What follows belongs to an exercise in optimizing a design on an open flow for small area, a short achievable clock period and few clock cycles per item; a production flow would make more cautious choices. The RTL was checked by simulation tests, not by an equivalence proof against the original design. Power figures rest on the tool's default switching activity, not on a simulated workload.

==> flow/design.v <==
`timescale 1ns / 1ps
package tpeq_pkg;
   localparam int DEFAULT_QUEUE_DEPTH = 16;
   localparam int ACTION_W   = 2;
   localparam int HANDLER_W  = 16;
   localparam int ARGUMENT_W = 16;
   localparam int ENTRY_W    = HANDLER_W + ARGUMENT_W;
   localparam int TOTAL_W    = 6;
   localparam int REQ_TDATA_W = 32;
   localparam int REQ_TUSER_W = 3;
   localparam int RSP_TDATA_W = 40;
   localparam int RSP_TUSER_W = 4;
   localparam logic [ACTION_W-1:0] ACT_PUSH = 2'd0;
   localparam logic [ACTION_W-1:0] ACT_POP  = 2'd1;
   localparam logic [ACTION_W-1:0] ACT_PEEK = 2'd2;
   typedef struct packed {
      logic accept;
      logic execute;
   } cmd_type;
   typedef struct packed {
      logic rsp_busy;
   } status_type;
endpackage
`timescale 1ns / 1ps
module tpeq_ctrl (
   input  logic                 clock,
   input  logic                 reset,
   input  logic                 req_tvalid,
   output logic                 req_tready,
   input  logic                 rsp_tready,
   input  tpeq_pkg::status_type status,
   output tpeq_pkg::cmd_type    cmd
);
   typedef enum logic {
      ST_IDLE,
      ST_EXEC
   } state_type;
   state_type state_ff;
   state_type state_in;
   logic      exec_ff;
   logic      exec_in;
   assign req_tready = (state_ff == ST_IDLE) && (!status.rsp_busy || rsp_tready);
   always_comb begin
      state_in = state_ff;
      exec_in  = 1'b0;
      unique case (state_ff)
         ST_IDLE: begin
            if (req_tvalid && req_tready) begin
               state_in = ST_EXEC;
               exec_in  = 1'b1;
            end
         end
         ST_EXEC: begin
            state_in = ST_IDLE;
         end
         default: begin
            state_in = ST_IDLE;
         end
      endcase
   end
   always_ff @(posedge clock) begin
      if (reset) begin
         state_ff <= ST_IDLE;
         exec_ff  <= 1'b0;
      end else begin
         state_ff <= state_in;
         exec_ff  <= exec_in;
      end
   end
   assign cmd.accept  = req_tvalid && req_tready;
   assign cmd.execute = exec_ff;
endmodule
`timescale 1ns / 1ps
module tpeq_datapath #(
   parameter int QUEUE_DEPTH = tpeq_pkg::DEFAULT_QUEUE_DEPTH
) (
   input  logic                                clock,
   input  logic                                reset,
   input  tpeq_pkg::cmd_type                   cmd,
   output tpeq_pkg::status_type                status,
   input  logic [tpeq_pkg::REQ_TDATA_W-1:0]    req_tdata,
   input  logic [tpeq_pkg::REQ_TUSER_W-1:0]    req_tuser,
   output logic                                rsp_tvalid,
   input  logic                                rsp_tready,
   output logic [tpeq_pkg::RSP_TDATA_W-1:0]    rsp_tdata,
   output logic [tpeq_pkg::RSP_TUSER_W-1:0]    rsp_tuser
);
   localparam int PTR_W = (QUEUE_DEPTH > 1) ? $clog2(QUEUE_DEPTH) : 1;
   localparam int CNT_W = $clog2(QUEUE_DEPTH + 1);
   localparam int SUM_W = CNT_W + 1;
   localparam int EXT_W = SUM_W + tpeq_pkg::TOTAL_W;
   localparam int ENT_W = tpeq_pkg::ENTRY_W;
   localparam int HID_W = tpeq_pkg::HANDLER_W;
   localparam int ARG_W = tpeq_pkg::ARGUMENT_W;
   logic [ENT_W-1:0] high_mem [QUEUE_DEPTH];
   logic [ENT_W-1:0] low_mem  [QUEUE_DEPTH];
   logic [tpeq_pkg::ACTION_W-1:0] action_ff;
   logic                          prio_ff;
   logic [HID_W-1:0]              hid_ff;
   logic signed [ARG_W-1:0]       arg_ff;
   logic [ENT_W-1:0] high_rd_ff;
   logic [ENT_W-1:0] low_rd_ff;
   logic [PTR_W-1:0] high_head_ff, high_head_in, high_tail_ff, high_tail_in;
   logic [PTR_W-1:0] low_head_ff, low_head_in, low_tail_ff, low_tail_in;
   logic [CNT_W-1:0] high_count_ff, high_count_in, low_count_ff, low_count_in;
   logic             high_wr, low_wr;
   logic             entry_valid, from_high, push_dropped;
   logic [ENT_W-1:0] entry_word;
   logic [SUM_W-1:0] total;
   logic [EXT_W-1:0] total_ext;
   logic                              rsp_tvalid_ff;
   logic [tpeq_pkg::RSP_TDATA_W-1:0]  rsp_tdata_ff;
   logic [tpeq_pkg::RSP_TUSER_W-1:0]  rsp_tuser_ff;
   function automatic [PTR_W-1:0] wrap_next(input [PTR_W-1:0] ptr);
      wrap_next = (ptr == PTR_W'(QUEUE_DEPTH - 1)) ? '0 : ptr + 1'b1;
   endfunction
   always_ff @(posedge clock) begin
      if (cmd.accept) begin
         action_ff  <= req_tuser[1:0];
         prio_ff    <= req_tuser[2];
         hid_ff     <= req_tdata[15:0];
         arg_ff     <= req_tdata[31:16];
         high_rd_ff <= high_mem[high_head_ff];
         low_rd_ff  <= low_mem[low_head_ff];
      end
   end
   always_ff @(posedge clock) begin
      if (high_wr) begin
         high_mem[high_tail_ff] <= {hid_ff, arg_ff};
      end
      if (low_wr) begin
         low_mem[low_tail_ff] <= {hid_ff, arg_ff};
      end
   end
   always_comb begin
      high_head_in  = high_head_ff;
      high_tail_in  = high_tail_ff;
      high_count_in = high_count_ff;
      low_head_in   = low_head_ff;
      low_tail_in   = low_tail_ff;
      low_count_in  = low_count_ff;
      high_wr       = 1'b0;
      low_wr        = 1'b0;
      entry_valid   = 1'b0;
      from_high     = 1'b0;
      push_dropped  = 1'b0;
      entry_word    = '0;
      if (cmd.execute) begin
         unique case (action_ff)
            tpeq_pkg::ACT_PUSH: begin
               if (prio_ff) begin
                  if (high_count_ff == CNT_W'(QUEUE_DEPTH)) begin
                     push_dropped = 1'b1;
                  end else begin
                     high_wr       = 1'b1;
                     high_tail_in  = wrap_next(high_tail_ff);
                     high_count_in = high_count_ff + 1'b1;
                  end
               end else begin
                  if (low_count_ff == CNT_W'(QUEUE_DEPTH)) begin
                     push_dropped = 1'b1;
                  end else begin
                     low_wr       = 1'b1;
                     low_tail_in  = wrap_next(low_tail_ff);
                     low_count_in = low_count_ff + 1'b1;
                  end
               end
            end
            tpeq_pkg::ACT_POP, tpeq_pkg::ACT_PEEK: begin
               if (high_count_ff != '0) begin
                  entry_valid = 1'b1;
                  from_high   = 1'b1;
                  entry_word  = high_rd_ff;
                  if (action_ff == tpeq_pkg::ACT_POP) begin
                     high_head_in  = wrap_next(high_head_ff);
                     high_count_in = high_count_ff - 1'b1;
                  end
               end else if (low_count_ff != '0) begin
                  entry_valid = 1'b1;
                  entry_word  = low_rd_ff;
                  if (action_ff == tpeq_pkg::ACT_POP) begin
                     low_head_in  = wrap_next(low_head_ff);
                     low_count_in = low_count_ff - 1'b1;
                  end
               end
            end
            default: begin
            end
         endcase
      end
   end
   assign total     = SUM_W'(high_count_in) + SUM_W'(low_count_in);
   assign total_ext = EXT_W'(total);
   always_ff @(posedge clock) begin
      if (reset) begin
         high_head_ff  <= '0;
         high_tail_ff  <= '0;
         high_count_ff <= '0;
         low_head_ff   <= '0;
         low_tail_ff   <= '0;
         low_count_ff  <= '0;
         rsp_tvalid_ff <= 1'b0;
      end else begin
         high_head_ff  <= high_head_in;
         high_tail_ff  <= high_tail_in;
         high_count_ff <= high_count_in;
         low_head_ff   <= low_head_in;
         low_tail_ff   <= low_tail_in;
         low_count_ff  <= low_count_in;
         if (cmd.execute) begin
            rsp_tvalid_ff <= 1'b1;
         end else if (rsp_tready) begin
            rsp_tvalid_ff <= 1'b0;
         end
      end
   end
   always_ff @(posedge clock) begin
      if (cmd.execute) begin
         rsp_tdata_ff <= {2'b00, total_ext[tpeq_pkg::TOTAL_W-1:0], entry_word[ARG_W-1:0],
                          entry_word[ENT_W-1:ARG_W]};
         rsp_tuser_ff <= {(high_count_in == '0) && (low_count_in == '0), push_dropped,
                          from_high, entry_valid};
      end
   end
   assign status.rsp_busy = rsp_tvalid_ff;
   assign rsp_tvalid      = rsp_tvalid_ff;
   assign rsp_tdata       = rsp_tdata_ff;
   assign rsp_tuser       = rsp_tuser_ff;
endmodule
`timescale 1ns / 1ps
module two_priority_event_queue #(
   parameter int QUEUE_DEPTH = tpeq_pkg::DEFAULT_QUEUE_DEPTH
) (
   input  logic                             clock,
   input  logic                             reset,
   input  logic                             req_tvalid,
   output logic                             req_tready,
   input  logic [tpeq_pkg::REQ_TDATA_W-1:0] req_tdata,
   input  logic [tpeq_pkg::REQ_TUSER_W-1:0] req_tuser,
   output logic                             rsp_tvalid,
   input  logic                             rsp_tready,
   output logic [tpeq_pkg::RSP_TDATA_W-1:0] rsp_tdata,
   output logic [tpeq_pkg::RSP_TUSER_W-1:0] rsp_tuser
);
   tpeq_pkg::cmd_type    cmd;
   tpeq_pkg::status_type status;
   tpeq_ctrl u_ctrl (
      .clock      (clock),
      .reset      (reset),
      .req_tvalid (req_tvalid),
      .req_tready (req_tready),
      .rsp_tready (rsp_tready),
      .status     (status),
      .cmd        (cmd)
   );
   tpeq_datapath #(
      .QUEUE_DEPTH (QUEUE_DEPTH)
   ) u_datapath (
      .clock      (clock),
      .reset      (reset),
      .cmd        (cmd),
      .status     (status),
      .req_tdata  (req_tdata),
      .req_tuser  (req_tuser),
      .rsp_tvalid (rsp_tvalid),
      .rsp_tready (rsp_tready),
      .rsp_tdata  (rsp_tdata),
      .rsp_tuser  (rsp_tuser)
   );
endmodule
==> flow/run.sh <==
#!/bin/bash
# synth_recipe.tcl (not shown) runs the flow's synth.tcl, then flattens the netlist and writes it again
# the make line also repeats each setting of config.mk as NAME=value (left out here)
make -C /OpenROAD-flow-scripts/flow DESIGN_CONFIG=/design/flow/config.mk WORK_HOME=/design/flow/orfs CLKGATE_MAP_FILE= SYNTH_SCRIPT=/design/flow/synth_recipe.tcl finish
==> flow/config.mk <==
export PLATFORM = sky130hd
export DESIGN_NAME = two_priority_event_queue
export DESIGN_NICKNAME = two_priority_event_queue
export VERILOG_FILES = /design/flow/design.v
export SDC_FILE = /design/flow/constraint.sdc
export NUM_CORES = 4
export LEC_CHECK = 0
export CAP_MARGIN = 20
export CORE_MARGIN = 2
export CORE_UTILIZATION = 40
export SLEW_MARGIN = 20
==> flow/constraint.sdc <==
create_clock -name core_clock -period 4.2 [get_ports {clock}]
set_input_delay 0.8400 -clock core_clock [delete_from_list [all_inputs] [get_ports {clock}]]
set_output_delay 0.8400 -clock core_clock [all_outputs]
set_load 0.01 [all_outputs]
==> run summary <==
==> worst max-delay path: stages (launching register included) <==
cell,delay [ps]
dfxtp_1,370
inv_1,100
ha_1,200
or3b_4,500
nor3_4,260
o21ai_2,80
a222oi_1,560
inv_1,100
ha_1,250
fa_1,430
a21o_1,180
a21oi_1,200
xnor2_1,100
==> final timing paths <==
check                               from                     endpoint  slack, ps  depth (start not counted)
max          u_datapath.high_count_ff[0]  u_datapath.rsp_tdata_ff[36]        620                         12
min             u_datapath.low_rd_ff[26]  u_datapath.rsp_tdata_ff[10]        540                          1
max reg2reg  u_datapath.high_count_ff[0]  u_datapath.rsp_tdata_ff[36]        620                         12
min reg2reg     u_datapath.low_rd_ff[26]  u_datapath.rsp_tdata_ff[10]        540                          1
==> cell usage after synthesis (2+ instances only) <==
library cell	instances
or4_1	3
inv_1	20
edfxtp_1	1165
nand3b_1	2
clkbuf_1	61
nand2_1	26
nor4b_1	2
nor4_1	2
a22o_1	32
nor2b_1	13
dfxtp_1	28
and3b_1	2
xor2_1	5
ha_1	22
o221ai_1	3
a31oi_1	3
nor2_1	43
a21o_1	2
nor3b_1	3
nand3_1	5
a311oi_1	3
xnor2_1	2
nor3_1	13
buf_1	17
or3_1	4
o21ai_0	12
nand2b_1	9
buf_4	2
a21boi_0	3
nand4_1	5
nand4b_1	2
mux2i_1	7
mux4_2	320
and4b_1	2
o211ai_1	3
buf_6	2
a21oi_1	21
buf_2	21
==> cells by family after synthesis <==
kind of cell | share of synthesized area
flip-flops | 0.787
multiplexers | 0.161
AND/OR/NAND/NOR | 0.0176
buffers and inverters | 0.0113
AO/OA/AOI/OAI | 0.0150
adder cells (fa/ha/maj) | 0.00654
XOR/XNOR | 0.00136
other | 0.0000830
==> area by class of cell <==
type                            instances  area (sq um)
Inverter                               20          75.1
Clock buffer                          136          2960
Fill cell                            8943         59300
Timing Repair Buffer                  188          2080
Sequential cell                      1193         35600
Clock inverter                         79           912
Tap cell                             1500          1880
Multi-Input combinational cell        596          9390
==> state kept, by name, summed over array words and instances (netlist names) <==
name                      flops
u_ctrl.exec_ff                1
u_datapath.action_ff          2
u_datapath.arg_ff            16
u_datapath.hid_ff            16
u_datapath.high_count_ff      5
u_datapath.high_head_ff       4
u_datapath.high_mem         512
u_datapath.high_rd_ff        32
u_datapath.high_tail_ff       4
u_datapath.low_count_ff       5
u_datapath.low_head_ff        4
u_datapath.low_mem          512
u_datapath.low_rd_ff         32
u_datapath.low_tail_ff        4
u_datapath.prio_ff            1
u_datapath.rsp_tdata_ff      38
u_datapath.rsp_tuser_ff       4
u_datapath.rsp_tvalid_ff      1
==> per-stage QoR <==
step	setup WS (ps)	area (sq um)	instances
floorplan	298	45200	1912
global placement	765	48600	3472
finish	616	52900	3712
CTS	640	52500	3690
detailed placement	658	48600	3475
global route	360	52900	3712
==> routing by layer <==
layer | track usage | vias up | share of wire
met5 | 0 | - | 0
met4 | 0.0382 | 0 | 0.016
met3 | 0.0276 | 126 | 0.066
met2 | 0.281 | 800 | 0.49
met1 | 0.261 | 11100 | 0.43
li1 | - | 8563 | -
==> power by group through the flow <==
stage	sequential (mW)	combinational, mW	clock [mW]
2_1_floorplan	13.5	0.0906	0
3_3_place_gp	13.6	0.278	0
3_5_place_dp	13.6	0.303	0
4_1_cts	13.3	0.304	10.7
5_1_grt	13.3	0.456	11.2
6_report	13.3	0.424	10.5
==> run summary <==
The combinational share of power is 0.018. In this run the horizontal extent of the chip is approximately 340 um. The number of core rows is 123. The root buffer selected by CTS is clkbuf_16. The endpoint arrival time on the critical path came out at 4010 ps. In the routed design, unresolved DRC markers number 0. The clock latency of the later-clocked register in the worst-skew pair is 700 ps. The most common cell after layout, fill and taps aside is edfxtp_1. Entering global routing, the biggest net connects 101 pins.

Setup repair after global routing left no endpoint under its margin. The I/O pin count came out at 85. The clock buffer count from CTS is 114. The number of hold buffers added after cts came out at 0. In this run the standard cell core region covers 0.112 sq mm. The number of distinct library cells after synthesis came out at 59. The share of cells above drive strength 1 came out at 0.297. The run finished with no timing, DRC or antenna violations. Max-cap violations in this run came to 0. The net load switching power came out at 4.75 mW. The sum of routed wire length over all layers is 101000 um. The final-layout setup total negative slack came out at 0 ps.

Across all hold checks on the routed design, the worst slack comes to 540 ps. The pin slew with the least headroom to its limit is between 1000 and 1500 ps. Between clock sinks in the finished design, the worst skew comes to 30.4 ps.

In the layout the commonest cells are edfxtp_1 (1165), mux4_2 (320), clkbuf_16 (115). The effective utilization at floorplan is 0.403. The height of the chip came out at 340 um. The final cycle utilization of the critical path is 0.853. The CTS clock-pin slew for the worst setup and hold paths came out at ~60 ps.

The critical path required time is between 4000 and 5000 ps. The worst setup path is launched from a flip-flop. The portion of the post-synthesis area used by sequential elements came out at 0.787.

Once detailed placement completed, the half-perimeter wirelength came to ~60000 um. The count of vias placed by the detailed router is ~21000. In the global route stage, overall resource usage came out at 0.177. Global routing finished with a remaining overflow of 0. The post-layout utilization of the core is 0.471. The number of instances resized during post-cts repair came out at 0.

The peak fanout along the critical path is 11. Sorting the synthesized cells by area gives the leading types as edfxtp_1 (77%), mux4_2 (16%), dfxtp_1 (1.2%). The final hold violation count came out at 0. The count of input and output buffers is 82. The largest total area in the synthesized netlist belongs to edfxtp_1. The proportion of power drawn by the clock network came out at 0.434. The final RePlAce weighted congestion came out at around 0.87.

The type of the setup path with the least slack is reg2reg. The cell leakage power is approximately 16 nW. The share of Yosys cell area claimed by the top area cell type came out at 0.775.

The first-pass GRT wire length came out at ~150000 um. The post-route antenna net violation count came out at 0. The detailed-routing iteration count for the pre-antenna-repair pass came out at 5.

TritonCTS built the clock tree. Synthesis produced a netlist whose cell count is 1911. The sequential share of power is 0.549.

The H-tree generated during clock tree synthesis spans 3 levels. The overall power of the completed layout is between 20 and 25 mW. For this run, the top clock speed supported by timing is 0.279 GHz. The number of enable flip-flop cells after synthesis is 1165. The post-detailed-route wirelength per cell is 27.3 um. The count of pins over their slew limit came to 0. The clock sink count is 1193. In the synthesized netlist the dominant register cell turns out to be edfxtp_1.

The growth of design area from synthesis to finish is 17.0%. The post-synthesis instance area came out at approximately 0.045 sq mm. Buffers added to address setup during post-CTS repair amount to 0. The initial antenna violation count was 8. The number of global-route vias before repair came out at 21200. In this run the deepest clock path goes through 3 buffers. During synthesis, Yosys emitted a total of 2 warnings. Dividing total power by cell area gives a power density of around 460 mW/mm^2.

The path class of the tightest hold or removal check is reg2reg. The number of endpoints failing setup at the final stage is 0. The total number of nets in the final design came out at 2175. The fraction of registers with async set or reset after synthesis is 0.

After synthesis the netlist holds a flip-flop and latch count of 1193. The internal power came out at between 15 and 20 mW. The net switching share of the total power came out at 0.197.

The normalized max-slew margin is 0.256. The number of antenna diodes in the final layout is 0. The final critical delay including setup and external delays came out at 3580 ps. STA classifies the critical path endpoint as a flip-flop.

The die area is 0.116 sq mm. The first-iteration detailed-routing DRC count is ~2200. The average cell area after synthesis came out at 23.6 sq um. The worst-case IR drop observed on VDD is 0.345 mV. The average via count per standard cell is 5.56.
Testbench counts, summed over its fixed seeds: cycles 48,008, items 24,000.

## separate check: timing with driven ports
How much do the figures lean on ideal ports? The routed layout below was timed once more, with nothing changed but the port constraints. Step 1 (the two cells are an assumption about what drives the block):
set clk [get_ports {clock}]
set_driving_cell -lib_cell sky130_fd_sc_hd__clkbuf_16 $clk
set_driving_cell -lib_cell sky130_fd_sc_hd__buf_2 [delete_from_list [all_inputs] $clk]
Step 2 adds t to the input delays and takes it off the output delays; t is the mean of the earliest and latest rising clock arrival at the registers after step 1. Input paths then give back, and output paths get back, about the clock's delay inside the block. Three values: no drivers, after step 1, after step 2; two values: the first two.
shift t [ns]: 0.750
setup slack, ns: 0.616 / 0.616 / 0.616
worst setup path after step 2: register to register
slew at the worst register clock pin (ns): 0.07 / 0.07
After both steps setup and hold are still met in this run. The setup slack of this run moves by 0.000 ns with the drivers and by 0.000 ns with both steps.
